What follows belongs to an exercise in optimizing a design on an open flow for small area, a short achievable clock period and few clock cycles per item; a production flow would make more cautious choices. The RTL was checked by simulation tests, not by an equivalence proof against the original design. Power is estimated from default activity; no workload was simulated.

### flow/run.sh
#!/bin/bash
# synth_recipe.tcl (not shown) runs the flow's synth.tcl, then flattens the netlist and writes it again
# the make line also repeats each setting of config.mk as NAME=value (left out here)
make -C /OpenROAD-flow-scripts/flow DESIGN_CONFIG=/design/flow/config.mk WORK_HOME=/design/flow/orfs CLKGATE_MAP_FILE= SYNTH_SCRIPT=/design/flow/synth_recipe.tcl finish
### flow/config.mk
export PLATFORM = sky130hd
export DESIGN_NAME = linear_key_value_table
export DESIGN_NICKNAME = linear_key_value_table
export VERILOG_FILES = /design/flow/design.v
export SDC_FILE = /design/flow/constraint.sdc
export NUM_CORES = 4
export LEC_CHECK = 0
export CAP_MARGIN = 20
export CORE_MARGIN = 2
export CORE_UTILIZATION = 55
export PLACE_DENSITY = 0.7
export SETUP_SLACK_MARGIN = 2.5
export SLEW_MARGIN = 20
### flow/constraint.sdc
create_clock -name core_clock -period 5.0 [get_ports {clk_i}]
set_input_delay 1.0000 -clock core_clock [delete_from_list [all_inputs] [get_ports {clk_i}]]
set_output_delay 1.0000 -clock core_clock [all_outputs]
set_load 0.01 [all_outputs]
### flow/design.v
package lkvt_pkg;
  localparam int CAPACITY_DEF   = 32;
  localparam int KEY_BITS_DEF   = 16;
  localparam int VALUE_BITS_DEF = 32;
  localparam int KIND_W      = 2;
  localparam int STATUS_W    = 2;
  localparam int COUNT_OUT_W = 6;
  localparam logic [KIND_W-1:0] KIND_LOOKUP = 2'd0;
  localparam logic [KIND_W-1:0] KIND_INSERT = 2'd1;
  localparam logic [KIND_W-1:0] KIND_DELETE = 2'd2;
  localparam logic [STATUS_W-1:0] STAT_DONE      = 2'd0;
  localparam logic [STATUS_W-1:0] STAT_DUPLICATE = 2'd1;
  localparam logic [STATUS_W-1:0] STAT_FULL      = 2'd2;
  localparam logic [STATUS_W-1:0] STAT_ABSENT    = 2'd3;
  typedef struct packed {
    logic start;      
    logic scan_en;    
    logic rd_last;    
    logic wr_ins;     
    logic wr_del;     
    logic out_load;   
  } lkvt_cmd_t;
  typedef struct packed {
    logic scan_hit;    
    logic scan_miss;   
    logic is_insert;
    logic is_delete;
    logic tbl_full;
  } lkvt_sts_t;
endpackage
module linear_key_value_table
#(
  parameter int CAPACITY   = lkvt_pkg::CAPACITY_DEF,
  parameter int KEY_BITS   = lkvt_pkg::KEY_BITS_DEF,
  parameter int VALUE_BITS = lkvt_pkg::VALUE_BITS_DEF,
  localparam int IN_W  = ((KEY_BITS + VALUE_BITS + 7) / 8) * 8,
  localparam int RES_W = 1 + VALUE_BITS + lkvt_pkg::STATUS_W + lkvt_pkg::COUNT_OUT_W + 2,
  localparam int OUT_W = ((RES_W + 7) / 8) * 8
) (
  input  logic              clk_i,
  input  logic              rst_ni,
  input  logic              s_axis_tvalid,
  output logic              s_axis_tready,
  input  logic [IN_W-1:0]   s_axis_tdata,   
  input  logic [lkvt_pkg::KIND_W-1:0] s_axis_tuser,   
  output logic              m_axis_tvalid,
  input  logic              m_axis_tready,
  output logic [OUT_W-1:0]  m_axis_tdata    
);
  localparam int NR    = 4;                   
  localparam int RL    = CAPACITY / NR;       
  localparam int NP    = 2;                   
  localparam int NQ    = NR * RL;             
  localparam int NS    = NQ + NP;             
  localparam int CNT_W = $clog2(CAPACITY + 1);
  localparam logic [CNT_W-1:0] CAP_CNT = CNT_W'(CAPACITY);
  localparam int W     = KEY_BITS + VALUE_BITS;
  logic [NQ-1:0]         rvld_q;
  logic [W-1:0]          rdat_q [NQ];
  logic [NP-1:0]         pvld_q;
  logic [W-1:0]          pdat_q [NP];
  logic [CNT_W-1:0]      count_q;
  logic [NS-1:0]         svld;
  logic [W-1:0]          sdat [NS];
  always_comb begin
    for (int j = 0; j < NQ; j++) begin
      svld[j] = rvld_q[j];
      sdat[j] = rdat_q[j];
    end
    for (int d = 0; d < NP; d++) begin
      svld[NQ+d] = pvld_q[d];
      sdat[NQ+d] = pdat_q[d];
    end
  end
  logic [NR-1:0]         rfree, rtgt;
  logic [NP-1:0]         psrc, pgo, ptgt;
  logic                  drain;
  logic [W-1:0]          ddat;
  always_comb begin
    logic seen;
    seen = 1'b0;
    for (int r = 0; r < NR; r++) begin
      rfree[r] = !rvld_q[r*RL + RL-1];
      rtgt[r]  = rfree[r] && !seen;
      seen     = seen || rfree[r];
    end
    seen = 1'b0;
    for (int d = 0; d < NP; d++) begin
      psrc[d] = pvld_q[d] && !seen;
      seen    = seen || pvld_q[d];
    end
  end
  assign drain = (|pvld_q) && (|rfree);
  assign pgo   = drain ? psrc : '0;
  always_comb begin
    ddat = '0;
    for (int d = 0; d < NP; d++) begin
      ddat = ddat | (pdat_q[d] & {W{psrc[d]}});
    end
  end
  always_comb begin
    logic seen;
    seen = 1'b0;
    for (int d = 0; d < NP; d++) begin
      ptgt[d] = (!pvld_q[d] || pgo[d]) && !seen;
      seen    = seen || !pvld_q[d] || pgo[d];
    end
  end
  logic                          b_v, b_hit;
  logic [lkvt_pkg::KIND_W-1:0]   b_kind;
  logic [KEY_BITS-1:0]           b_key;
  logic [VALUE_BITS-1:0]         b_val;
  logic [NS-1:0]                 b_m;
  logic                          r_v, s_v, take, stall;
  logic [RES_W-1:0]              r_q, s_q;
  logic                          rdy_q;
  assign stall = r_v && s_v;
  logic                  ex, b_ins, b_del, b_lu;
  logic                  full, empty, c_31, c_1;
  logic                  ins_ok, del_ok, full_n, empty_n;
  logic [CNT_W-1:0]      count_p1, count_m1, count_n;
  logic [NS-1:0]         clr;
  logic [VALUE_BITS-1:0] rd_val;
  logic                  dvld;
  assign ex    = b_v && !stall;
  assign b_ins = (b_kind == lkvt_pkg::KIND_INSERT);
  assign b_del = (b_kind == lkvt_pkg::KIND_DELETE);
  assign b_lu  = !b_ins && !b_del;
  assign full     = (count_q == CAP_CNT);
  assign empty    = (count_q == '0);
  assign c_31     = (count_q == CAP_CNT - 1);
  assign c_1      = (count_q == CNT_W'(1));
  assign count_p1 = count_q + CNT_W'(1);
  assign count_m1 = count_q - CNT_W'(1);
  assign ins_ok   = ex && b_ins && !b_hit && !full;
  assign del_ok   = ex && b_del && b_hit;
  assign count_n  = ins_ok ? count_p1 : (del_ok ? count_m1 : count_q);
  assign full_n   = ins_ok ? c_31 : (full && !del_ok);
  assign empty_n  = del_ok ? c_1 : (empty && !ins_ok);
  assign clr = del_ok ? b_m : '0;
  always_comb begin
    rd_val = '0;
    for (int j = 0; j < NS; j++) begin
      rd_val = rd_val | (sdat[j][W-1:KEY_BITS] & {VALUE_BITS{b_m[j]}});
    end
  end
  always_comb begin
    dvld = 1'b0;
    for (int d = 0; d < NP; d++) begin
      dvld = dvld | (psrc[d] && !clr[NQ+d]);
    end
  end
  logic [NQ-1:0]         rvld_n;
  logic [NP-1:0]         pvld_n;
  always_comb begin
    for (int r = 0; r < NR; r++) begin
      for (int i = 1; i < RL; i++) begin
        rvld_n[r*RL+i] = rvld_q[r*RL+i-1] && !clr[r*RL+i-1];
      end
      if (drain && rtgt[r]) begin
        rvld_n[r*RL] = dvld;
      end else begin
        rvld_n[r*RL] = rvld_q[r*RL+RL-1] && !clr[r*RL+RL-1];
      end
    end
    for (int d = 0; d < NP; d++) begin
      pvld_n[d] = (pvld_q[d] && !pgo[d] && !clr[NQ+d]) || (ins_ok && ptgt[d]);
    end
  end
  always_ff @(posedge clk_i or negedge rst_ni) begin
    if (!rst_ni) begin
      rvld_q  <= '0;
      pvld_q  <= '0;
      count_q <= '0;
    end else begin
      rvld_q  <= rvld_n;
      pvld_q  <= pvld_n;
      count_q <= count_n;
    end
  end
  always_ff @(posedge clk_i) begin
    for (int r = 0; r < NR; r++) begin
      for (int i = 1; i < RL; i++) begin
        rdat_q[r*RL+i] <= rdat_q[r*RL+i-1];
      end
      rdat_q[r*RL] <= (drain && rtgt[r]) ? ddat : rdat_q[r*RL+RL-1];
    end
    for (int d = 0; d < NP; d++) begin
      if (ex && b_ins && ptgt[d]) begin
        pdat_q[d] <= {b_val, b_key};
      end
    end
  end
  logic                          acc, same, pres, hit1;
  logic [KEY_BITS-1:0]           key;
  logic [NS-1:0]                 m1, m_rot, b_m_n;
  assign acc = s_axis_tvalid && rdy_q;
  assign key = s_axis_tdata[KEY_BITS-1:0];
  always_comb begin
    for (int j = 0; j < NS; j++) begin
      m1[j] = svld[j] && (sdat[j][KEY_BITS-1:0] == key);
    end
  end
  assign same = b_v && (b_key == key);
  assign pres = b_ins ? (b_hit || !full) : (b_lu && b_hit);
  assign hit1 = same ? pres : |m1;
  always_comb begin
    logic [NS-1:0] m;
    m = stall ? b_m : m1;
    for (int r = 0; r < NR; r++) begin
      for (int i = 1; i < RL; i++) begin
        m_rot[r*RL+i] = m[r*RL+i-1];
      end
      m_rot[r*RL] = (drain && rtgt[r]) ? |(m[NS-1:NQ] & psrc) : m[r*RL+RL-1];
    end
    for (int d = 0; d < NP; d++) begin
      m_rot[NQ+d] = m[NQ+d] && !pgo[d];
    end
  end
  always_comb begin
    b_m_n = m_rot;
    if (!stall && same && ins_ok) begin
      b_m_n = {ptgt, {NQ{1'b0}}};
    end else if (!stall && same && del_ok) begin
      b_m_n = '0;
    end
  end
  always_ff @(posedge clk_i or negedge rst_ni) begin
    if (!rst_ni) begin
      b_v <= 1'b0;
    end else if (!stall) begin
      b_v <= acc;
    end
  end
  always_ff @(posedge clk_i) begin
    b_m <= b_m_n;
    if (!stall) begin
      b_kind <= s_axis_tuser;
      b_key  <= key;
      b_val  <= s_axis_tdata[KEY_BITS+VALUE_BITS-1:KEY_BITS];
      b_hit  <= hit1;
    end
  end
  logic [lkvt_pkg::STATUS_W-1:0] stat;
  logic [RES_W-1:0]              res_n;
  logic                          r_v_d, s_v_d;
  always_comb begin
    if (b_ins) begin
      stat = b_hit ? lkvt_pkg::STAT_DUPLICATE : (full ? lkvt_pkg::STAT_FULL : lkvt_pkg::STAT_DONE);
    end else begin
      stat = b_hit ? lkvt_pkg::STAT_DONE : lkvt_pkg::STAT_ABSENT;
    end
  end
  assign res_n = {empty_n, full_n, lkvt_pkg::COUNT_OUT_W'(count_n),
                  stat, (b_lu ? rd_val : '0), b_hit};
  assign take  = r_v && m_axis_tready;
  assign r_v_d = (r_v && !take) || s_v || ex;
  assign s_v_d = s_v ? !take : (ex && r_v && !take);
  logic                  stall_n, bv_n, bins_n, bdel_n, bhit_n, insq, drn_n, drn_nn;
  logic [1:0]            pcnt_n;
  assign bv_n   = stall ? b_v : acc;
  assign bins_n = stall ? b_ins : (s_axis_tuser == lkvt_pkg::KIND_INSERT);
  assign bdel_n = stall ? b_del : (s_axis_tuser == lkvt_pkg::KIND_DELETE);
  assign bhit_n = stall ? b_hit : hit1;
  assign insq   = bv_n && bins_n && !bhit_n && !full_n;
  always_comb begin
    logic rf, rf2;
    rf  = 1'b0;
    rf2 = 1'b0;
    for (int r = 0; r < NR; r++) begin
      rf  = rf  || !rvld_n[r*RL + RL-1];
      rf2 = rf2 || !rvld_n[r*RL + RL-2];
    end
    drn_n  = (|pvld_n) && rf;
    drn_nn = rf2;
    pcnt_n = 2'(pvld_n[0]) + 2'(pvld_n[1]) - 2'(drn_n) + 2'(insq);
  end
  assign stall_n = r_v_d && s_v_d;
  always_ff @(posedge clk_i or negedge rst_ni) begin
    if (!rst_ni) begin
      r_v   <= 1'b0;
      s_v   <= 1'b0;
      rdy_q <= 1'b1;
    end else begin
      r_v   <= r_v_d;
      s_v   <= s_v_d;
      rdy_q <= !stall_n && ((pcnt_n < 2'(NP)) || drn_nn ||
                            (full_n && !(bv_n && bdel_n && bhit_n)));
    end
  end
  always_ff @(posedge clk_i) begin
    if (!r_v || take) begin
      r_q <= s_v ? s_q : res_n;
    end
    if (!s_v) begin
      s_q <= res_n;
    end
  end
  assign s_axis_tready = rdy_q;
  assign m_axis_tvalid = r_v;
  assign m_axis_tdata  = OUT_W'(r_q);
endmodule
==> qor.txt, run 1 <==
WP data required -> 5.72 ns
Pleak -> 24.4 nW
RSZ-0062 raised after global routing -> yes
Routed WL per cell -> 29.2 um
setup violators final -> 0
Setup TNS Final -> 0 ns
final-layout fill cell count -> 7,411
clock root buffer master -> clkbuf_16
sequential cell area -> 0.0392 sq mm
DR pass1 iterations -> 6
clock slew seen by the registers of the worst setup and hold paths -> 0.06 ns
maximum clock rate -> 307 MHz
register area share after synthesis -> 0.697
post-synthesis cell count -> 4,355
Clock power frac -> 0.423
final routed DRC violation total -> 0
multi-input logic area -> 0.0160 sq mm
clock buffer depth -> 3
final hold vios -> 0
via count -> 37,400
peak ir drop on the vdd network -> 410 uV
sequential power share -> 0.505
Vert. Die Dim -> 323 um
min Tclk post-route -> 3.26 ns
Chip Width -> 323 um
Syn Area/Cell -> 12.9 sq um
Post-synth EDFFs -> 189
Worst Setup SP -> s_axis_tdata[2]
Worst Skew -> 0.0503 ns
global route overflow -> 0
Net Sw Frac -> 0.241
critical path peak fanout -> 9
status -> complete, no violations
clk sinks -> 1,847
Initial Util -> 0.553
Slew Viols, Final -> 0
gpl congestion -> 0.909
CTS tree -> done
synth unique cells -> 58
clock latency on the worst-skew pair -> 0.80 ns
Comb power frac -> 0.072
FF+latch count, synth -> 1,847
area of the die -> 0.105 sq mm
number of CTS-inserted buffers -> 171
startpoint types -> input pin
worst hold slack -> 0.287 ns
arrival time worst endpoint -> 3.98 ns
R2R Path Start -> s_v$_DFF_PN0_
Port Buffers -> 98
DRT iter0 DRCs -> 4,694
max-cap viol count -> 0
Synth async-reset ratio -> 0.0238
Synth Flop Type -> dfxtp_1
final worst-path cycle share -> 0.651
Slew @ Worst Pin -> 1.16 ns
nets -> 4,600
number of global-route vias before repair -> 37,300
Yosys warnings -> 4
crit end category -> flop
Internal -> 24.2 mW
core region area -> 0.101 sq mm
Max H-tree Level -> 4
Hold Crit Class -> input pin to asynchronous set/reset pin
Post-Syn Area -> 0.0561 sq mm
power density cells -> 485 mW/mm^2
GRT Total Usage -> 0.333
Detailed Place HPWL -> 104 mm
switching pwr -> 7.69 mW
largest net degree at the start of global routing -> 68
initial antenna violation count -> 2
P&R area growth vs syn -> 17.4%
CTS Hold Buffers Added -> 0
I/O pin cnt -> 104
global-route wire length before repair -> 251 mm
Slew headroom -> 0.229
Post-DRT Antenna Nets -> 0
Routed WL -> 177 mm
cell row count -> 117
DR vias/cell -> 6.17
share of layout cells above drive strength 1 -> 0.135
critical path type -> input pin to flop
[cell families after synthesis]
kind of cell | after synthesis | share of synthesized area
and+or+nand+nor | 672 | 0.0588
other | 1 | 0.0000668
muxes | 11 | 0.00221
DFF | 1847 | 0.697
AOI/OAI and AO/OA | 954 | 0.125
buffers and inverters | 296 | 0.0276
adders and majority gates | 7 | 0.00156
xor gates and xnor gates | 567 | 0.0885
[worst max-delay path, cell delays in order]
cell,delay (ns)
buf_4,0.17
buf_12,0.18
xor2_1,0.16
nor4_1,0.35
nand4_1,0.20
nor4_2,0.46
nor4_2,0.13
nand4_1,0.13
or3_4,0.15
a21oi_2,0.06
ha_1,0.30
a21oi_2,0.18
xor2_2,0.24
nor4_4,0.05
a211oi_2,0.19
[layout by cell type (no fill, tap or decap), types with 7 or more instances in the layout]
cell                n
bufinv_16          11
nand2_1           183
dlygate4sd2_1      35
a221oi_1          192
xnor2_1           416
nand4_1           168
a22oi_1           210
clkinv_2           30
nor4_1             47
a21oi_2            17
bufbuf_16           7
inv_1               8
clkbuf_8           38
o31ai_1            25
nor2_1            161
nor3_1              7
o31ai_2             8
a22o_1            195
clkdlybuf4s50_1    36
a21oi_1           171
dfxtp_4            18
clkbuf_1           40
mux2_2             10
dfxtp_2            17
buf_12             23
buf_6              22
dfrtp_1            38
dfxtp_1          1579
clkbuf_16         177
nand3_1            43
xor2_1            148
buf_4             142
o21ai_0            87
nor4_2             24
a21boi_0           28
edfxtp_1          189
[synthesized netlist by cell type, drive strengths merged, types with 10 or more instances]
| library cell | instances | share of area |
|---|---|---|
| o21ai | 91 | 0.0081 |
| a221oi | 192 | 0.030 |
| buf | 96 | 0.014 |
| nor3 | 12 | 0.0012 |
| a21boi | 29 | 0.0039 |
| nor2 | 167 | 0.011 |
| edfxtp | 189 | 0.10 |
| dfrtp | 43 | 0.019 |
| nand4 | 168 | 0.019 |
| mux2 | 11 | 0.0022 |
| dfxtp | 1614 | 0.58 |
| clkbuf | 190 | 0.013 |
| a22o | 195 | 0.030 |
| nand3 | 43 | 0.0038 |
| a21oi | 188 | 0.017 |
| nor4 | 75 | 0.0086 |
| o31ai | 33 | 0.0044 |
| a22oi | 211 | 0.028 |
| xor2 | 150 | 0.023 |
| nand2 | 185 | 0.012 |
| inv | 10 | 0.00071 |
| xnor2 | 417 | 0.065 |
[layout make-up]
class                           instances  share of cell area
Timing Repair Buffer                  288              0.0454
Sequential cell                      1847               0.595
Clock buffer                          254              0.0772
Inverter                               10            0.000760
Clock inverter                         68              0.0127
Timing Repair inverter                  1            0.000133
Multi-Input combinational cell       2220               0.243
Tap cell                             1368              0.0260
Antenna cell                            1           0.0000380
[metal layers]
metal | routed length (um) | GRT usage
met2 | 81000 | 0.531
met1 | 67500 | 0.427
met3 | 17500 | 0.0626
met4 | 10700 | 0.189
met5 | 0 | 0
[worst paths after layout]
check,endpoint,slack [ns],cells after the start
min,count_q[5]$_DFF_PN0_,0.29,2
max in group asynchronous,s_v$_DFF_PN0_,4.26,2
max reg2reg,rdy_q$_DFF_PN1_,1.82,14
min reg2reg,rdat_q[5][37]$_DFF_P_,0.33,0
max,rdy_q$_DFF_PN1_,1.74,15
min in group core_clock,rdat_q[5][37]$_DFF_P_,0.33,0
[per-stage QoR]
step | total power, mW | instance area [sq um] | instances | util | setup slack (ns)
after global routing | 32.7 | 65900 | 6057 | 0.649 | 1.64
after detailed placement | 18.4 | 58600 | 5659 | 0.577 | 0.490
after global placement | 18.4 | 58500 | 5657 | 0.577 | 0.574
final | 31.9 | 65900 | 6057 | 0.649 | 1.74
after CTS | 31.9 | 65600 | 6043 | 0.647 | 1.86
after floorplan | 17.5 | 56300 | 4359 | - | 1.52
[state kept, by name (all words and copies together) (netlist names)]
name and flops:
b_hit 1, b_key 16, b_kind 2, b_m 34, b_v 1, b_val 32
count_q 6, pdat_q 96, pvld_q 2, r_q 43, r_v 1, rdat_q 1536
rdy_q 1, rvld_q 32, s_q 43, s_v 1
[power by group through the flow]
| stage | combinational [mW] | clock (mW) | sequential [mW] |
|---|---|---|---|
| 6_report | 2.31 | 13.5 | 16.1 |
| 5_1_grt | 2.40 | 14.2 | 16.2 |
| 4_1_cts | 2.22 | 13.5 | 16.1 |
| 3_5_place_dp | 1.97 | 0 | 16.5 |
| 3_3_place_gp | 1.95 | 0 | 16.4 |
| 2_1_floorplan | 1.16 | 0 | 16.3 |
[what timing repair did]
item,4_1_cts,5_1_grt
pin swaps,24,12
setup endpoints to repair,186,134
setup buffers,47,11
gates resized for setup,171,36
cloned,15,1
Testbench counts, summed over its fixed seeds: cycles 12,126, items 12,000.
==> inputs of run 2 (changes only) <==
--- a/flow/design.v
+++ b/flow/design.v
@@ -258,4 +258,4 @@
   assign s_v_d = s_v ? !take : (ex && r_v && !take);
-  logic                  stall_n, bv_n, bins_n, bdel_n, bhit_n, insq, drn_n, drn_nn;
-  logic [1:0]            pcnt_n;
+  logic                  stall_n, bv_n, bins_n, bdel_n, bhit_n, drn_n, drn_nn;
+  logic                  p_any, p_all, q_ins, q_del, rdy_e, rdy_h, rdy_m;
   assign bv_n   = stall ? b_v : acc;
@@ -264,3 +264,4 @@
   assign bhit_n = stall ? b_hit : hit1;
-  assign insq   = bv_n && bins_n && !bhit_n && !full_n;
+  assign q_ins  = bv_n && bins_n && !full_n;    
+  assign q_del  = bv_n && bdel_n;                
   always_comb begin
@@ -273,6 +274,10 @@
     end
-    drn_n  = (|pvld_n) && rf;
+    p_any  = |pvld_n;
+    p_all  = &pvld_n;
+    drn_n  = p_any && rf;
     drn_nn = rf2;
-    pcnt_n = 2'(pvld_n[0]) + 2'(pvld_n[1]) - 2'(drn_n) + 2'(insq);
   end
+  assign rdy_e = drn_nn || (full_n && !q_del);
+  assign rdy_h = p_all ? drn_n : 1'b1;
+  assign rdy_m = p_all ? (drn_n && !q_ins) : (!p_any || drn_n || !q_ins);
   assign stall_n = r_v_d && s_v_d;
@@ -286,4 +291,4 @@
       s_v   <= s_v_d;
-      rdy_q <= !stall_n && ((pcnt_n < 2'(NP)) || drn_nn ||
-                            (full_n && !(bv_n && bdel_n && bhit_n)));
+      rdy_q <= !stall_n && (bhit_n ? (rdy_e || rdy_h)
+                                   : (rdy_e || rdy_m || full_n));
     end
--- a/flow/config.mk
+++ b/flow/config.mk
@@ -9,4 +9,4 @@
 export CORE_MARGIN = 2
-export CORE_UTILIZATION = 55
-export PLACE_DENSITY = 0.7
+export CORE_UTILIZATION = 45
+export PLACE_DENSITY = 0.65
 export SETUP_SLACK_MARGIN = 2.5
==> run 2 against run 1 <==
Net effect: combinational power hardly changed; still clean; critical path type unchanged; register-to-register slack better by 0.59 ns; global-route usage is 4.7 points lower; cell count is 8.9% higher; power is 1.0% higher; synthesized cell count is 6.4% higher; maximum frequency is 24% higher; sequential cell count stayed put.
==> qor.txt, run 2 <==
status -> complete, no violations
global route overflow -> 0 (unchanged)
largest area contributor in the netlist -> dfxtp_1
cell row count -> 131 (+12%)
synthesized-area fraction occupied by adder cells -> 0.00126 (-0.000300)
Post-synth EDFFs -> 189 (unchanged)
I/O pin cnt -> 104 (unchanged)
final routed DRC violation total -> 0 (unchanged)
final worst-path cycle share -> 0.525 (-0.126)
Largest regs -> rdat_q x1536, pdat_q x96
area of the die -> 0.131 sq mm (+25%)
crit end category -> flop
final std cells w/o fill -> 6,598 (+8.9%)
max-cap viol count -> 0 (unchanged)
synth unique cells -> 67 (+16%)
Syn Area/Cell -> 12.4 sq um (-3.6%)
number of CTS-inserted buffers -> 177 (+3.5%)
Initial Util -> 0.453 (-0.101)
register area share after synthesis -> 0.679 (-0.0175)
area of placed instances -> 0.0606 sq mm (+3.5%)
WP data required -> 5.74 ns (+0.02 ns)
Synth Flop Type -> dfxtp_1
peak ir drop on the vdd network -> 358 uV (-13%)
most frequent cell after synthesis -> dfxtp_1
max FFs per register -> 1,536 (unchanged)
clock latency on the worst-skew pair -> 0.82 ns (+0.02 ns)
critical path type -> input pin to flop
Biggest register -> rdat_q
global-route wire length before repair -> 272 mm (+8.4%)
largest net degree at the start of global routing -> 67 (-1.5%)
Final Instance Area -> 0.0679 sq mm (+3.1%)
Max H-tree Level -> 4 (unchanged)
gpl congestion -> 0.965 (+6.2%)
RSZ-0062 raised after global routing -> yes
Slew Viols, Final -> 0 (unchanged)
XOR/XNOR Fraction of Synth Area -> 0.0861 (-0.00237)
Setup TNS Final -> 0 ns (unchanged)
clock root buffer master -> clkbuf_16
commonest non-fill, non-tap cell in the layout -> dfxtp_1
min Tclk post-route -> 2.63 ns (-0.630 ns)
Slew headroom -> 0.233 (+0.00332)
GRT Total Usage -> 0.286 (-0.0474)
synth top area cells -> dfxtp_1 56%, edfxtp_1 9.9%, xor2_1 5.5%, xnor2_1 3.1%, a221oi_1 2.9%
final hold vios -> 0 (unchanged)
setup violators final -> 0 (unchanged)
Detailed Place HPWL -> 119 mm (+15%)
Worst Skew -> 0.0532 ns (+0.00285 ns)
DR vias/cell -> 6.00 (-2.8%)
most frequent cells in the layout -> 1,579 x dfxtp_1, 361 x xor2_1, 237 x nand2_1
mux contribution to synthesized area -> 0.00213 (-0.0000772)
arrival time worst endpoint -> 3.36 ns (-0.62 ns)
top cell type's share of synthesized area -> 0.561 (-0.0145)
synthesized-area fraction occupied by and/or/nand/nor cells -> 0.0866 (+0.0278)
FF+latch count, synth -> 1,847 (unchanged)
initial antenna violation count -> 6 (+4)
core region area -> 0.127 sq mm (+25%)
share of layout cells above drive strength 1 -> 0.133 (-0.00290)
power density cells -> 475 mW/mm^2 (-2.0%)
Pleak -> 25.3 nW (+4.1%)
nets -> 4,846 (+5.3%)
Routed WL -> 191 mm (+8.3%)
placed cell count -> 6,222 (+9.9%)
via count -> 39,600 (+5.9%)
post-synthesis cell count -> 4,634 (+6.4%)
Post-DRT Antenna Nets -> 0 (unchanged)
DRT iter0 DRCs -> 4,891 (+4.2%)
startpoint types -> input pin
maximum clock rate -> 381 MHz (+24%)
Commonest cells post-synth -> 1,614 x dfxtp_1, 364 x xor2_1, 240 x nand2_1
number of global-route vias before repair -> 39,600 (+6.0%)
CTS Hold Buffers Added -> 0 (unchanged)
Post-Syn Area -> 0.0576 sq mm (+2.6%)
DR pass1 iterations -> 7 (+1)
clk sinks -> 1,847 (unchanged)
worst hold slack -> 0.297 ns (+0.00921 ns)
final-layout fill cell count -> 10,700 (+44%)
combinational family with the most area after synthesis -> compound AO/OA/AOI/OAI gates
P&R area growth vs syn -> 18.0%
Port Buffers -> 98 (unchanged)
clock buffer depth -> 3 (unchanged)
clock slew seen by the registers of the worst setup and hold paths -> 0.06 ns (about the same)
critical path peak fanout -> 16 (+7)
Yosys warnings -> 4 (unchanged)
CTS tree -> done
Routed WL per cell -> 29.0 um (-0.54%)
Chip Width -> 362 um (+12%)
Synth Area in Compound Gates -> 0.121 (-0.00320)
Hold Crit Class -> input pin to asynchronous set/reset pin
Slew @ Worst Pin -> 1.15 ns (-0.00498 ns)
Vert. Die Dim -> 362 um (+12%)
Synth async-reset ratio -> 0.0238 (unchanged)
-- run 2: cell count changes in the layout (fill, tap and decap cells not counted), sizes merged, moves of 40 or more --
cell	before	now
nand2	185	240
nand4	168	128
nor2	169	210
nor4	75	160
xnor2	417	202
xor2	150	364
-- run 2: metrics by stage --
stage,setup slack (ns),power (mW),util
2_1_floorplan,1.95,17.5,-
6_report,2.37,32.2,0.534
3_3_place_gp,0.805,18.5,0.476
3_5_place_dp,0.835,18.6,0.476
4_1_cts,2.32,32.2,0.529
5_1_grt,2.35,33.1,0.534
-- run 2: logic make-up (layout without fill, tap and decap cells) --
family                     count (synthesis)  count (layout)
xor gates and xnor gates                 566             566
and+or+nand+nor                          948             952
muxes                                     11              11
DFF                                     1847            1847
AOI/OAI and AO/OA                        953             953
buffers and inverters                    302             594
adders and majority gates                  6               6
other                                      1               7
-- run 2: what timing repair did --
action / in CTS / in global routing
buffers inserted: 25 / 17
cloned: 5 / 1
setup endpoints to repair: 362 / 110
pin swaps: 8 / 17
resized for setup: 201 / 103
-- run 2: final timing paths --
check / startpoint / end / slack [ns] / cells after the start
max in group asynchronous: rst_ni / pvld_q[0]$_DFF_PN0_ / 4.22 / 2
min in group core_clock: rdat_q[8][21]$_DFF_P_ / rdat_q[9][21]$_DFF_P_ / 0.32 / 0
worst min register to register: rdat_q[8][21]$_DFF_P_ / rdat_q[9][21]$_DFF_P_ / 0.32 / 0
worst min-delay path: rst_ni / count_q[0]$_DFF_PN0_ / 0.30 / 2
worst max-delay path: s_axis_tdata[15] / rdy_q$_DFF_PN1_ / 2.37 / 10
worst max register to register: b_kind[1]$_DFFE_PN_ / rdy_q$_DFF_PN1_ / 2.41 / 8
-- run 2: power breakdown --
part	total [mW]	leakage, nW	switching, mW	internal, mW
registers	16.1	15.5	0.442	15.7
logic	2.34	6.93	1.59	0.747
clock network	13.8	2.97	5.94	7.84
total	32.2	25.3	7.98	24.3
-- run 2: area by class of cell --
cell class	count	area (sq um)	share of cell area
clock buffer	255	5120	0.0753
antenna	2	5.00	0.0000737
clock inverter	71	990	0.0146
multi-input combinational	2493	18100	0.266
sequential	1847	39200	0.577
timing repair buffer	255	2400	0.0353
tap	1662	2080	0.0306
timing repair inverter	1	11.3	0.000166
inverter	12	71.3	0.00105
-- run 2: routing by layer --
metal	global-route usage	wire, um
met1	0.375	77200
met2	0.454	86500
met3	0.0575	18100
met4	0.133	9670
met5	0	23
-- run 2: worst max-delay path, cell delays in order --
cell and delay, ns:
buf_8 0.23, buf_12 0.23, xor2_1 0.18, nor4_1 0.28, nand4b_1 0.12, or4b_1 0.59
o2111ai_2 0.30, nor4_2 0.08, o21ba_1 0.20, nor3_2 0.12
Testbench counts of run 2, summed over its fixed seeds: cycles 12,126, items 12,000.
==> inputs of run 3 (changes only) <==
--- a/flow/design.v
+++ b/flow/design.v
@@ -287,3 +287,3 @@
       s_v   <= 1'b0;
-      rdy_q <= 1'b1;
+      rdy_q <= 1'b0;
     end else begin
@@ -295,6 +295,8 @@
   end
+  logic             r_ld;
+  logic [RES_W-1:0] r_src;
+  assign r_ld  = !r_v || take;
+  assign r_src = s_v ? s_q : res_n;
   always_ff @(posedge clk_i) begin
-    if (!r_v || take) begin
-      r_q <= s_v ? s_q : res_n;
-    end
+    r_q <= (r_src & {RES_W{r_ld}}) | (r_q & {RES_W{!r_ld}});
     if (!s_v) begin
--- a/flow/config.mk
+++ b/flow/config.mk
@@ -10,2 +10,4 @@
 export CORE_UTILIZATION = 45
+export CTS_CLUSTER_DIAMETER = 80
+export CTS_CLUSTER_SIZE = 25
 export PLACE_DENSITY = 0.65
==> run 3 against run 2 <==
Net effect: critical endpoint is now b_hit$_DFF_P_; largest cell class unchanged; still clean on timing, DRC and antenna; maximum frequency shrank 6.0%; global-route usage decreased by 1.8 points; combinational power shrank 3%; synthesized area down 2.0%; first-iteration DRC count decreased by 15%.
==> qor.txt, run 3 <==
status -> complete, no violations
Slew Viols, Final -> 0 (unchanged)
peak ir drop on the vdd network -> 265 uV (-26%)
Routed WL per cell -> 28.4 um (-2.1%)
largest area contributor in the netlist -> dfxtp_1
final worst slack -> 2.21 ns (-0.167 ns)
DP Worst Slack -> 0.980 ns (+0.144 ns)
CTS tree -> done
final worst-path cycle share -> 0.558 (+0.0333)
crit-path cells -> buf_12, buf_12, xor2_1, nor4_2, nand3_1, nor4_2, or4b_4, or4_4, nor3_4, buf_4, nor2_2
DR vias/cell -> 5.86 (-2.2%)
Post-DRT Antenna Nets -> 0 (unchanged)
nets -> 4,557 (-6.0%)
combinational family with the most area after synthesis -> compound AO/OA/AOI/OAI gates
DRT iter0 DRCs -> 4,171 (-15%)
Max H-tree Level -> 3 (-1)
Worst Reg-to-Reg Cells -> 7 (-1)
Largest regs -> rdat_q x1536, pdat_q x96, s_q x43
via count -> 36,300 (-8.2%)
Initial Util -> 0.455 (+0.00237)
GRT Total Usage -> 0.268 (-0.0176)
min Tclk post-route -> 2.79 ns (+0.167 ns)
mux contribution to synthesized area -> 0.00217 (+0.0000442)
top cell family by delay on the critical path -> simple AND/OR/NAND/NOR gates
Post-synth EDFFs -> 189 (unchanged)
Detailed Place HPWL -> 109 mm (-8.9%)
clk sinks -> 1,847 (unchanged)
clock buffer depth -> 3 (unchanged)
Critical Path Max Stage Delay -> 0.57 ns (-0.02 ns)
clock slew seen by the registers of the worst setup and hold paths -> 0.10 ns (+0.04 ns)
synthesized-area fraction occupied by adder cells -> 0.00129 (+0.0000262)
XOR/XNOR Fraction of Synth Area -> 0.0886 (+0.00247)
arrival time worst endpoint -> 3.40 ns (+0.04 ns)
DR pass1 iterations -> 6 (-1)
register area share after synthesis -> 0.693 (+0.0141)
Slew headroom -> 0.160 (-0.0731)
Setup TNS Final -> 0 ns (unchanged)
core region area -> 0.124 sq mm (-2.5%)
Synth Area in Compound Gates -> 0.123 (+0.00179)
Buf/Inv on CP -> 3 (+1)
Chip Width -> 358 um (-1.0%)
startpoint types -> input pin
Commonest cells post-synth -> 1,614 x dfxtp_1, 401 x xnor2_1, 205 x a21oi_1
clock latency on the worst-skew pair -> 0.72 ns (-0.10 ns)
Hold Crit Class -> input pin to asynchronous set/reset pin
critical path peak fanout -> 23 (+7)
Post-Syn Area -> 0.0564 sq mm (-2.0%)
number of CTS-inserted buffers -> 87 (-51%)
Worst Skew -> 0.0648 ns (+0.0116 ns)
final hold vios -> 0 (unchanged)
gpl congestion -> 0.923 (-4.4%)
Worst R2R End -> b_hit$_DFF_P_
most frequent cells in the layout -> 1,579 x dfxtp_1, 396 x xnor2_1, 192 x a22o_1, 192 x a221oi_1, 189 x edfxtp_1
R2R Path Start -> pvld_q[0]$_DFF_PN0_
Vert. Die Dim -> 358 um (-1.0%)
area of the die -> 0.128 sq mm (-2.0%)
commonest non-fill, non-tap cell in the layout -> dfxtp_1
Port Buffers -> 98 (unchanged)
Slew @ Worst Pin -> 1.26 ns (+0.110 ns)
Routed WL -> 176 mm (-8.1%)
R2R Setup Slk -> 2.30 ns (-0.11 ns)
FF+latch count, synth -> 1,847 (unchanged)
highest-delay cell along the critical path -> or4_4
I/O pin cnt -> 104 (unchanged)
critical path type -> input pin to flop
power density cells -> 421 mW/mm^2 (-11%)
crit end category -> flop
Syn Area/Cell -> 12.8 sq um (+2.9%)
synthesized-area fraction occupied by and/or/nand/nor cells -> 0.0653 (-0.0213)
initial antenna violation count -> 1 (-5)
Biggest register -> rdat_q
Yosys warnings -> 4 (unchanged)
Synth Flop Type -> dfxtp_1
synth unique cells -> 65 (-3.0%)
post-synthesis cell count -> 4,413 (-4.8%)
Synth async-reset ratio -> 0.0238 (unchanged)
P&R area growth vs syn -> 12.3%
setup violators final -> 0 (unchanged)
RSZ-0062 raised after global routing -> yes
most frequent cell after synthesis -> dfxtp_1
max FFs per register -> 1,536 (unchanged)
share of layout cells above drive strength 1 -> 0.104 (-0.0290)
clock root buffer master -> clkbuf_16
max-cap viol count -> 0 (unchanged)
maximum clock rate -> 358 MHz (-6.0%)
synth top area cells -> dfxtp_1 57%, edfxtp_1 10%, xnor2_1 6.2%, a221oi_1 3.0%, a22o_1 3.0%
largest net degree at the start of global routing -> 65 (-3.0%)
cell row count -> 129 (-1.5%)
top cell type's share of synthesized area -> 0.573 (+0.0116)
final routed DRC violation total -> 0 (unchanged)
number of global-route vias before repair -> 36,000 (-9.1%)
Pleak -> 23.1 nW (-9.0%)
global route overflow -> 0 (unchanged)
global-route wire length before repair -> 250 mm (-8.3%)
WP data required -> 5.61 ns (-0.13 ns)
run 3: per-layer routing:
layer | global-route usage | share of wire | vias to the layer above
met4 | 0.107 | 0.043 | 2
met2 | 0.429 | 0.46 | 1843
met1 | 0.362 | 0.42 | 18100
met3 | 0.0458 | 0.081 | 431
met5 | 0 | 0.00022 | -
li1 | - | - | 15900
run 3: cell families (layout without fill, tap and decap cells):
logic type,Yosys count,in the layout
muxes,11,11
buffers and inverters,301,439
DFF,1847,1847
other,1,6
AOI/OAI and AO/OA,955,956
and+or+nand+nor,725,727
xor gates and xnor gates,567,567
adders and majority gates,6,6
run 3: power breakdown:
group          internal [mW]  total, mW  leakage, nW  switching, mW
sequential              15.7       16.1         15.4          0.430
combinational          0.795       2.26         6.36           1.46
clock                   3.51       8.30         1.27           4.79
run 3: metrics by stage:
stage                util  cells  hold WS, ns  cell area (sq um)  power [mW]
finish              0.511   6196       0.0978              63300        26.7
global route        0.511   6195       0.0878              63300        27.4
CTS                 0.507   6161       0.0668              62800        26.6
detailed placement  0.477   5975        0.337              59200        18.5
global placement    0.477   5973        0.333              59200        18.4
floorplan               -   4417        0.331              56900        17.4
run 3: timing repair:
| action | 4_1_cts | 5_1_grt |
|---|---|---|
| buffers inserted | 28 | 33 |
| resized for setup | 195 | 56 |
| gates cloned | 9 | 0 |
| setup endpoints to repair | 257 | 66 |
| hold buffers | 0 | 0 |
| pin swaps | 20 | 14 |
run 3: area by class of cell:
cell class                 count  area (sq um)
tap                         1637          2050
clock inverter                13           230
fill                       10700         60700
timing repair buffer         280          2910
clock buffer                 136          2430
antenna                        1          2.50
multi-input combinational   2272         16500
sequential                  1847         39200
inverter                      10          42.5
run 3: how the worst max path moves through the flow:
stage | startpoint | depth (start not counted) | slack [ns] | to
floorplan | s_axis_tdata[9] | 11 | 1.96 | rdy_q$_DFF_PN0_
global placement | s_axis_tdata[2] | 10 | 1.02 | rdy_q$_DFF_PN0_
detailed placement | s_axis_tdata[2] | 11 | 0.98 | rdy_q$_DFF_PN0_
CTS | s_v$_DFF_PN0_ | 10 | 2.28 | rdy_q$_DFF_PN0_
global route | s_axis_tdata[2] | 11 | 2.18 | b_hit$_DFF_P_
finish | s_axis_tdata[2] | 11 | 2.21 | b_hit$_DFF_P_
Testbench counts of run 3, summed over its fixed seeds: cycles 12,126, items 12,000.
==> inputs of run 4 (changes only) <==
--- a/flow/design.v
+++ b/flow/design.v
@@ -108,3 +108,3 @@
   end
-  logic                          b_v, b_hit;
+  logic                          b_v, b_hit;    
   logic [lkvt_pkg::KIND_W-1:0]   b_kind;
@@ -134,2 +134,3 @@
   assign count_m1 = count_q - CNT_W'(1);
+  assign b_hit    = |b_m;
   assign ins_ok   = ex && b_ins && !b_hit && !full;
@@ -193,3 +194,3 @@
   end
-  logic                          acc, same, pres, hit1;
+  logic                          acc, same;
   logic [KEY_BITS-1:0]           key;
@@ -204,4 +205,2 @@
   assign same = b_v && (b_key == key);
-  assign pres = b_ins ? (b_hit || !full) : (b_lu && b_hit);
-  assign hit1 = same ? pres : |m1;
   always_comb begin
@@ -240,3 +239,2 @@
       b_val  <= s_axis_tdata[KEY_BITS+VALUE_BITS-1:KEY_BITS];
-      b_hit  <= hit1;
     end
@@ -258,4 +256,4 @@
   assign s_v_d = s_v ? !take : (ex && r_v && !take);
-  logic                  stall_n, bv_n, bins_n, bdel_n, bhit_n, drn_n, drn_nn;
-  logic                  p_any, p_all, q_ins, q_del, rdy_e, rdy_h, rdy_m;
+  logic                  stall_n, bv_n, bins_n, bdel_n, drn_n, drn_nn;
+  logic                  p_any, p_all, q_ins, q_del;
   assign bv_n   = stall ? b_v : acc;
@@ -263,5 +261,4 @@
   assign bdel_n = stall ? b_del : (s_axis_tuser == lkvt_pkg::KIND_DELETE);
-  assign bhit_n = stall ? b_hit : hit1;
-  assign q_ins  = bv_n && bins_n && !full_n;    
-  assign q_del  = bv_n && bdel_n;                
+  assign q_ins  = bv_n && bins_n && !full_n;
+  assign q_del  = bv_n && bdel_n;
   always_comb begin
@@ -279,5 +276,2 @@
   end
-  assign rdy_e = drn_nn || (full_n && !q_del);
-  assign rdy_h = p_all ? drn_n : 1'b1;
-  assign rdy_m = p_all ? (drn_n && !q_ins) : (!p_any || drn_n || !q_ins);
   assign stall_n = r_v_d && s_v_d;
@@ -291,4 +285,4 @@
       s_v   <= s_v_d;
-      rdy_q <= !stall_n && (bhit_n ? (rdy_e || rdy_h)
-                                   : (rdy_e || rdy_m || full_n));
+      rdy_q <= !stall_n && (drn_nn || (full_n && !q_del) ||
+                            (p_all ? (drn_n && !q_ins) : (!p_any || drn_n || !q_ins)));
     end
--- a/flow/config.mk
+++ b/flow/config.mk
@@ -9,7 +9,7 @@
 export CORE_MARGIN = 2
-export CORE_UTILIZATION = 45
+export CORE_UTILIZATION = 55
 export CTS_CLUSTER_DIAMETER = 80
 export CTS_CLUSTER_SIZE = 25
-export PLACE_DENSITY = 0.65
-export SETUP_SLACK_MARGIN = 2.5
+export PLACE_DENSITY = 0.7
+export SETUP_SLACK_MARGIN = 2.8
 export SLEW_MARGIN = 20
==> run 4 against run 3 <==
Net effect: largest power group unchanged; utilization increased by 11 points; die area is 19% lower; setup slack improved by 0.076 ns; worst hold slack improved by 0.25 ns; sequential share of layout area is 1.0 points higher; critical path type is now flop to flop; synthesized area is 1.0% lower; final area fell by 1.7%; register-to-register slack got worse by 0.02 ns; power is 0.32% lower.
==> qor.txt, run 4 <==
R2R Path Start -> b_m[25]$_SDFF_PP0_
share of layout cells above drive strength 1 -> 0.104 (+0.000920)
I/O pin cnt -> 104 (unchanged)
Synth async-reset ratio -> 0.0238 (about the same)
Slew headroom -> 0.370 (+0.211)
Slew @ Worst Pin -> 0.944 ns (-0.316 ns)
arrival time worst endpoint -> 3.16 ns (-0.24 ns)
Synth Flop Type -> dfxtp_1
via count -> 36,600 (+0.74%)
core region area -> 0.100 sq mm (-19%)
Buf/Inv on CP -> 1 (-2)
most frequent cells in the layout -> 1,579 x dfxtp_1, 413 x xnor2_1, 201 x nand2_1
Routed WL -> 177 mm (+0.50%)
Chip Width -> 323 um (-9.9%)
DRT iter0 DRCs -> 4,842 (+16%)
min Tclk post-route -> 2.72 ns (-0.0757 ns)
FF+latch count, synth -> 1,846 (-0.054%)
sequential cell area -> 0.0391 sq mm (-0.11%)
Routed WL per cell -> 30.3 um (+6.8%)
highest-delay cell along the critical path -> or4_4
synth unique cells -> 62 (-4.6%)
largest net degree at the start of global routing -> 67 (+3.1%)
Worst Skew -> 0.0282 ns (-0.0366 ns)
final routed DRC violation total -> 0 (unchanged)
clk sinks -> 1,846 (-0.054%)
clock buffer depth -> 3 (unchanged)
Setup TNS Final -> 0 ns (unchanged)
DP Worst Slack -> 1.25 ns (+0.271 ns)
Biggest register -> rdat_q
RSZ-0062 raised after global routing -> yes
Initial Util -> 0.556 (+0.102)
crit-path cells -> or4_4, nor3_4, nand4_4, buf_12, o2111a_1, a41o_1, xor2_1, mux2_4
top cell type's share of synthesized area -> 0.579 (+0.00561)
R2R Setup Slk -> 2.28 ns (-0.02 ns)
Post-synth EDFFs -> 189 (unchanged)
critical path type -> flop to flop
DR vias/cell -> 6.28 (+7.1%)
Vert. Die Dim -> 323 um (-9.9%)
multi-input logic area -> 0.0163 sq mm (-0.89%)
Pleak -> 22.5 nW (-2.7%)
Syn Area/Cell -> 12.8 sq um (about the same)
number of global-route vias before repair -> 36,000 (-0.061%)
commonest non-fill, non-tap cell in the layout -> dfxtp_1
WP data required -> 5.45 ns (-0.16 ns)
startpoint types -> flop
final worst slack -> 2.28 ns (+0.0757 ns)
Yosys warnings -> 4 (unchanged)
Largest regs -> rdat_q x1536, pdat_q x96, s_q x43
Post-DRT Antenna Nets -> 0 (unchanged)
area of the die -> 0.104 sq mm (-19%)
Worst Hold Endpoint -> rdat_q[1][45]$_DFF_P_
post-synthesis cell count -> 4,370 (-0.97%)
P&R area growth vs syn -> 11.5%
Core Util, Final -> 0.620 (+0.110)
Worst Hold Launch -> rdat_q[0][45]$_DFF_P_
clock root buffer master -> clkbuf_16
power density cells -> 427 mW/mm^2 (+1.4%)
maximum clock rate -> 368 MHz (+2.8%)
gpl congestion -> 0.971 (+5.2%)
Port Buffers -> 98 (unchanged)
Max H-tree Level -> 3 (unchanged)
final std cells w/o fill -> 5,830 (-5.9%)
critical path peak fanout -> 4 (-83%)
final worst-path cycle share -> 0.543 (-0.0151)
initial antenna violation count -> 4 (+3)
top cell family by delay on the critical path -> simple AND/OR/NAND/NOR gates
clock latency on the worst-skew pair -> 0.70 ns (-0.02 ns)
number of CTS-inserted buffers -> 84 (-3.4%)
global route overflow -> 0 (unchanged)
global-route wire length before repair -> 251 mm (+0.51%)
final-layout fill cell count -> 7,784 (-27%)
setup violators final -> 0 (unchanged)
crit end category -> flop
most frequent cell after synthesis -> dfxtp_1
largest area contributor in the netlist -> dfxtp_1
register area share after synthesis -> 0.700 (+0.00687)
status -> complete, no violations
CTS tree -> done
WHS Path Cells -> 0
max FFs per register -> 1,536 (unchanged)
cell row count -> 116 (-10%)
max-cap viol count -> 0 (unchanged)
Critical Path Max Stage Delay -> 0.54 ns (-0.03 ns)
nets -> 4,477 (-1.8%)
Detailed Place HPWL -> 99.3 mm (-8.6%)
DR pass1 iterations -> 8 (+2)
CTS Hold Buffers Added -> 0 (unchanged)
clock slew seen by the registers of the worst setup and hold paths -> 0.10 ns (about the same)
synth top area cells -> dfxtp_1 58%, edfxtp_1 10%, xnor2_1 6.5%, a221oi_1 3.0%, a22o_1 3.0%
worst hold slack -> 0.344 ns (+0.246 ns)
peak ir drop on the vdd network -> 303 uV (+14%)
Slew Viols, Final -> 0 (unchanged)
Commonest cells post-synth -> 1,613 x dfxtp_1, 415 x xnor2_1, 226 x clkbuf_1
Worst Reg-to-Reg Cells -> 8 (+1)
Post-Syn Area -> 0.0558 sq mm (-1.0%)
GRT Total Usage -> 0.334 (+0.0662)
Hold Crit Class -> flop to flop
final hold vios -> 0 (unchanged)
placed cell count -> 5,620 (-5.9%)
[run 4: cell types whose count changed after synthesis, moves of 19 or more]
cell      delta
a21oi_1     -89
buf_1       +27
buf_4       -40
clkbuf_1    +29
nand2_1     +45
nand4_1     +28
nor2_1      -76
nor3_1      -20
nor4_1      +19
o21ai_0     +92
[run 4: how the worst max path moves through the flow]
stage	cells after the start	end	slack (ns)	start
finish	8	flop	2.28	b_m[25]$_SDFF_PP0_
global route	8	flop	2.26	b_m[25]$_SDFF_PP0_
CTS	7	flop	2.31	b_m[21]$_SDFF_PP0_
detailed placement	8	b_m[24]$_SDFF_PP0_	1.25	s_axis_tdata[11]
floorplan	9	b_m[0]$_SDFF_PP0_	2.41	s_axis_tdata[4]
global placement	8	b_m[24]$_SDFF_PP0_	1.26	s_axis_tdata[11]
[run 4: timing repair]
action | in CTS | in global routing
gates cloned | 14 | 1
endpoints found under the setup margin | 479 | 261
endpoints found under the hold margin | 0 | 0
gates resized for setup | 376 | 75
buffers inserted | 46 | 8
pin swaps | 29 | 15
[run 4: logic make-up after synthesis]
| logic type | count (synthesis) | synth area share |
|---|---|---|
| flip-flops | 1846 | 0.700 |
| adder cells (fa/ha/maj) | 5 | 0.00112 |
| AND/OR/NAND/NOR | 684 | 0.0628 |
| multiplexers | 7 | 0.00141 |
| buffers and inverters | 302 | 0.0213 |
| other | 1 | 0.0000672 |
| AO/OA/AOI/OAI | 959 | 0.124 |
| XOR/XNOR | 566 | 0.0888 |
[run 4: power breakdown]
group / internal [mW] / switching, mW / total, mW
clock: 3.31 / 4.60 / 7.91
combinational: 0.925 / 1.71 / 2.64
sequential: 15.6 / 0.406 / 16.0
[run 4: layer usage]
layer | track usage | wire length (um) | vias up
li1 | - | - | 15700
met1 | 0.447 | 70000 | 18100
met2 | 0.534 | 80400 | 2230
met3 | 0.0600 | 17200 | 515
met4 | 0.147 | 9370 | 4
met5 | 0 | 27 | -
[run 4: stage by stage]
stage                     area, sq um  power (mW)
after detailed placement        58100        18.4
after global placement          58100        18.4
after floorplan                 56100        17.3
final                           62200        26.6
after global routing            62200        27.2
after CTS                       61900        26.4
[run 4: layout make-up]
type | instances | share of cell area
antenna | 3 | 0.000121
clock buffer | 132 | 0.0379
clock inverter | 6 | 0.00135
inverter | 9 | 0.00101
multi-input combinational | 2232 | 0.262
sequential | 1846 | 0.629
tap | 1357 | 0.0273
timing repair buffer | 245 | 0.0413
Testbench counts of run 4, summed over its fixed seeds: cycles 12,172, items 12,000.
==> inputs of run 5 (changes only) <==
--- a/flow/config.mk
+++ b/flow/config.mk
@@ -9,7 +9,7 @@
 export CORE_MARGIN = 2
-export CORE_UTILIZATION = 55
+export CORE_UTILIZATION = 45
 export CTS_CLUSTER_DIAMETER = 80
 export CTS_CLUSTER_SIZE = 25
-export PLACE_DENSITY = 0.7
-export SETUP_SLACK_MARGIN = 2.8
+export PLACE_DENSITY = 0.65
+export SETUP_SLACK_MARGIN = 2.5
 export SLEW_MARGIN = 20
==> run 5 against run 4 <==
Net effect: first-iteration DRC count is 15% lower; routed wire length decreased by 2.5%; non-clock buffer count decreased by 36; register-to-register slack better by 0.10 ns; clock power up 3.3%; cell count is 4.3% higher; sequential power hardly changed; worst hold slack worse by 0.019 ns; count of clock-buffer cells in the layout grew 9; still clean on timing, DRC and antenna; final area is 0.58% lower.
==> qor.txt, run 5 <==
combinational family with the most area after synthesis -> compound AO/OA/AOI/OAI gates
gpl congestion -> 0.871 (-10%)
final hold vios -> 0 (unchanged)
Post-Syn Area -> 0.0558 sq mm (unchanged)
Hold Crit Class -> flop to flop
clk sinks -> 1,846 (unchanged)
final routed DRC violation total -> 0 (unchanged)
Synth Area in Compound Gates -> 0.124 (unchanged)
WHS Path Cells -> 0 (unchanged)
area of the die -> 0.127 sq mm (+22%)
WP data required -> 5.47 ns (+0.02 ns)
largest net degree at the start of global routing -> 65 (-3.0%)
Synth async-reset ratio -> 0.0238 (unchanged)
Post-synth EDFFs -> 189 (unchanged)
share of layout cells above drive strength 1 -> 0.0803 (-0.0242)
Max H-tree Level -> 3 (unchanged)
Worst Reg-to-Reg Cells -> 8 (unchanged)
Commonest cells post-synth -> 1,613 x dfxtp_1, 415 x xnor2_1, 226 x clkbuf_1
Vert. Die Dim -> 356 um (+10%)
Slew Viols, Final -> 0 (unchanged)
DRT iter0 DRCs -> 4,131 (-15%)
crit end category -> flop
P&R area growth vs syn -> 10.9%
Chip Width -> 356 um (+10%)
XOR/XNOR Fraction of Synth Area -> 0.0888 (unchanged)
startpoint types -> flop
Initial Util -> 0.453 (-0.104)
FF+latch count, synth -> 1,846 (unchanged)
DR pass1 iterations -> 6 (-2)
I/O pin cnt -> 104 (unchanged)
Net Sw Frac -> 0.250 (-0.00336)
critical path peak fanout -> 5 (+1)
sequential cell area -> 0.0391 sq mm (about the same)
Detailed Place HPWL -> 102 mm (+2.3%)
synth unique cells -> 62 (unchanged)
maximum clock rate -> 382 MHz (+3.8%)
synth top area cells -> dfxtp_1 58%, edfxtp_1 10%, xnor2_1 6.5%, a221oi_1 3.0%, a22o_1 3.0%
power density cells -> 426 mW/mm^2 (-0.33%)
Clock power frac -> 0.310 (+0.012)
mux contribution to synthesized area -> 0.00141 (unchanged)
switching pwr -> 6.57 mW (-2.2%)
most frequent cells in the layout -> 1,579 x dfxtp_1, 414 x xnor2_1, 201 x nand2_1
status -> complete, no violations
number of CTS-inserted buffers -> 86 (+2.4%)
Biggest register -> rdat_q
critical path type -> flop to flop
min Tclk post-route -> 2.62 ns (-0.0999 ns)
GRT Total Usage -> 0.265 (-0.0697)
Setup TNS Final -> 0 ns (unchanged)
final-layout fill cell count -> 10,800 (+38%)
worst hold slack -> 0.325 ns (-0.0187 ns)
peak ir drop on the vdd network -> 308 uV (+1.9%)
Internal -> 19.8 mW (-0.46%)
register area share after synthesis -> 0.700 (unchanged)
clock latency on the worst-skew pair -> 0.73 ns (+0.03 ns)
via count -> 35,700 (-2.5%)
largest area contributor in the netlist -> dfxtp_1
Critical Path Max Stage Delay -> 0.54 ns (about the same)
cell row count -> 129 (+11%)
nets -> 4,440 (-0.83%)
CTS tree -> done
clock buffer depth -> 3 (unchanged)
setup violators final -> 0 (unchanged)
max FFs per register -> 1,536 (unchanged)
crit-path cells -> or4_4, nor3_4, nand4_4, o21a_4, buf_6, a22oi_2, xnor2_2, mux2_4
Yosys warnings -> 4 (unchanged)
global-route wire length before repair -> 245 mm (-2.5%)
top cell type's share of synthesized area -> 0.579 (unchanged)
Worst Skew -> 0.0476 ns (+0.0194 ns)
max-cap viol count -> 0 (unchanged)
highest-delay cell along the critical path -> or4_4
Syn Area/Cell -> 12.8 sq um (unchanged)
multi-input logic area -> 0.0160 sq mm (-1.7%)
DR vias/cell -> 5.87 (-6.5%)
most frequent cell after synthesis -> dfxtp_1
Slew @ Worst Pin -> 1.14 ns (+0.195 ns)
clock root buffer master -> clkbuf_16
number of global-route vias before repair -> 35,100 (-2.3%)
Synth Flop Type -> dfxtp_1
global route overflow -> 0 (unchanged)
Comb power frac -> 0.081 (-0.018)
post-synthesis cell count -> 4,370 (unchanged)
synthesized-area fraction occupied by adder cells -> 0.00112 (unchanged)
arrival time worst endpoint -> 3.09 ns (-0.07 ns)
Routed WL -> 172 mm (-2.5%)
RSZ-0062 raised after global routing -> yes
sequential power share -> 0.609 (+0.006)
commonest non-fill, non-tap cell in the layout -> dfxtp_1
Largest regs -> rdat_q x1536, pdat_q x96, s_q x43
initial antenna violation count -> 6 (+2)
clock slew seen by the registers of the worst setup and hold paths -> 0.10 ns (about the same)
synthesized-area fraction occupied by and/or/nand/nor cells -> 0.0628 (unchanged)
final worst-path cycle share -> 0.523 (-0.0200)
Post-DRT Antenna Nets -> 0 (unchanged)
Port Buffers -> 98 (unchanged)
core region area -> 0.123 sq mm (+23%)
Routed WL per cell -> 28.3 um (-6.6%)
Slew headroom -> 0.241 (-0.130)
Pleak -> 22.2 nW (-1.2%)
==> run 5: changes by cell type in the layout (fill, tap and decap cells not counted), moves of 9 or more <==
cell and change:
buf_2 -40, buf_12 -10, buf_6 -13, nor2_4 -10, buf_8 -16, a21boi_1 -9, a21boi_0 +9, dlygate4sd2_1 +43
buf_4 +9
==> run 5: power by group through the flow <==
| stage | combinational, mW | sequential, mW | clock [mW] |
|---|---|---|---|
| after floorplan | 1.06 | 16.2 | 0 |
| after global placement | 1.96 | 16.4 | 0 |
| after detailed placement | 1.97 | 16.4 | 0 |
| after CTS | 2.09 | 16.0 | 8.24 |
| after global routing | 2.24 | 16.1 | 8.74 |
| final | 2.13 | 16.0 | 8.17 |
==> run 5: cells by family after synthesis <==
family | Yosys count
muxes | 7
other | 1
AOI/OAI and AO/OA | 959
and+or+nand+nor | 684
xor gates and xnor gates | 566
adders and majority gates | 5
DFF | 1846
buffers and inverters | 302
==> run 5: cell type report <==
class | count | share of cell area
Sequential cell | 1846 | 0.633
Multi-Input combinational cell | 2229 | 0.259
Clock buffer | 141 | 0.0396
Tap cell | 1637 | 0.0331
Timing Repair Buffer | 209 | 0.0314
Clock inverter | 11 | 0.00303
Inverter | 9 | 0.000748
Antenna cell | 1 | 0.0000404
==> run 5: timing repair <==
item / CTS / global route
pin swaps: 16 / 11
gates resized for setup: 134 / 53
gates cloned: 4 / 0
hold buffers: 0 / 0
endpoints found under the setup margin: 322 / 103
setup buffers: 21 / 4
==> run 5: stage by stage <==
step                cell area (sq um)  utilization  power (mW)  std cells  worst slack (ns)
finish                          61900        0.502        26.3       6083              2.38
detailed placement              58400        0.474        18.3       5901              1.15
CTS                             61600        0.500        26.4       6078              2.39
global placement                58400        0.474        18.3       5900              1.22
floorplan                       56100            -        17.3       4374              2.39
global route                    61900        0.502        27.1       6082              2.33
==> run 5: worst max-delay path: cells and delay by family, from the launching register on <==
| kind | cells | cell delay, ns |
|---|---|---|
| compound gates | 2 | 0.53 |
| xor+xnor | 1 | 0.13 |
| buf+inv | 1 | 0.14 |
| flops | 1 | 0.33 |
| mux | 1 | 0.29 |
| simple gates | 3 | 0.94 |
==> run 5: final timing paths <==
path / from / to / slack (ns)
setup / recovery: b_m[25]$_SDFF_PP0_ / flop / 2.38
hold / removal: rdat_q[8][18]$_DFF_P_ / rdat_q[9][18]$_DFF_P_ / 0.33
setup reg to reg: b_m[25]$_SDFF_PP0_ / flop / 2.38
hold reg to reg: rdat_q[8][18]$_DFF_P_ / rdat_q[9][18]$_DFF_P_ / 0.33
max in group asynchronous: rst_ni / pvld_q[0]$_DFF_PN0_ / 4.13
min in group asynchronous: rst_ni / rdy_q$_DFF_PN0_ / 0.37
==> run 5: routing by layer <==
metal / routed length, um / global-route usage
met1: 73500 / 0.365
met2: 77900 / 0.417
met3: 14100 / 0.0457
met4: 6910 / 0.0994
met5: 0 / 0

-- static timing again, ports no longer ideal --
The results above use ideal ports. As a check the final layouts listed here were re-extracted and re-timed, cells and wires unchanged. Step 1 sets driving cells, clkbuf_16 on the clock port and buf_2 on the other inputs (assumed; they add their load-dependent delay and slew). Step 2, shift: input delay + t, output delay - t, t = (earliest + latest rising clock arrival at the registers) / 2. This alone moves slack from input paths to output paths. a / b / c = no drivers / after step 1 / after step 2; a / b = the first two.
run | shift t [ns] | slack for setup (ns) | worst setup path at the end | cell pins on the clock port's net
run 1 | 0.852 | 1.745 / 1.793 / 0.941 | input to register | 1
run 2 | 0.871 | 2.374 / 2.351 / 1.527 | input to register | 1
run 3 | 0.764 | 2.208 / 2.219 / 1.455 | input to register | 1
run 4 | 0.762 | 2.283 / 2.283 / 1.827 | input to register | 1
run 5 | 0.778 | 2.383 / 2.383 / 1.735 | input to register | 1
After both steps setup and hold are still met in every run listed. For run 2, which loses most, drivers alone change the setup slack by -0.023 ns; drivers and shift together by -0.847 ns.
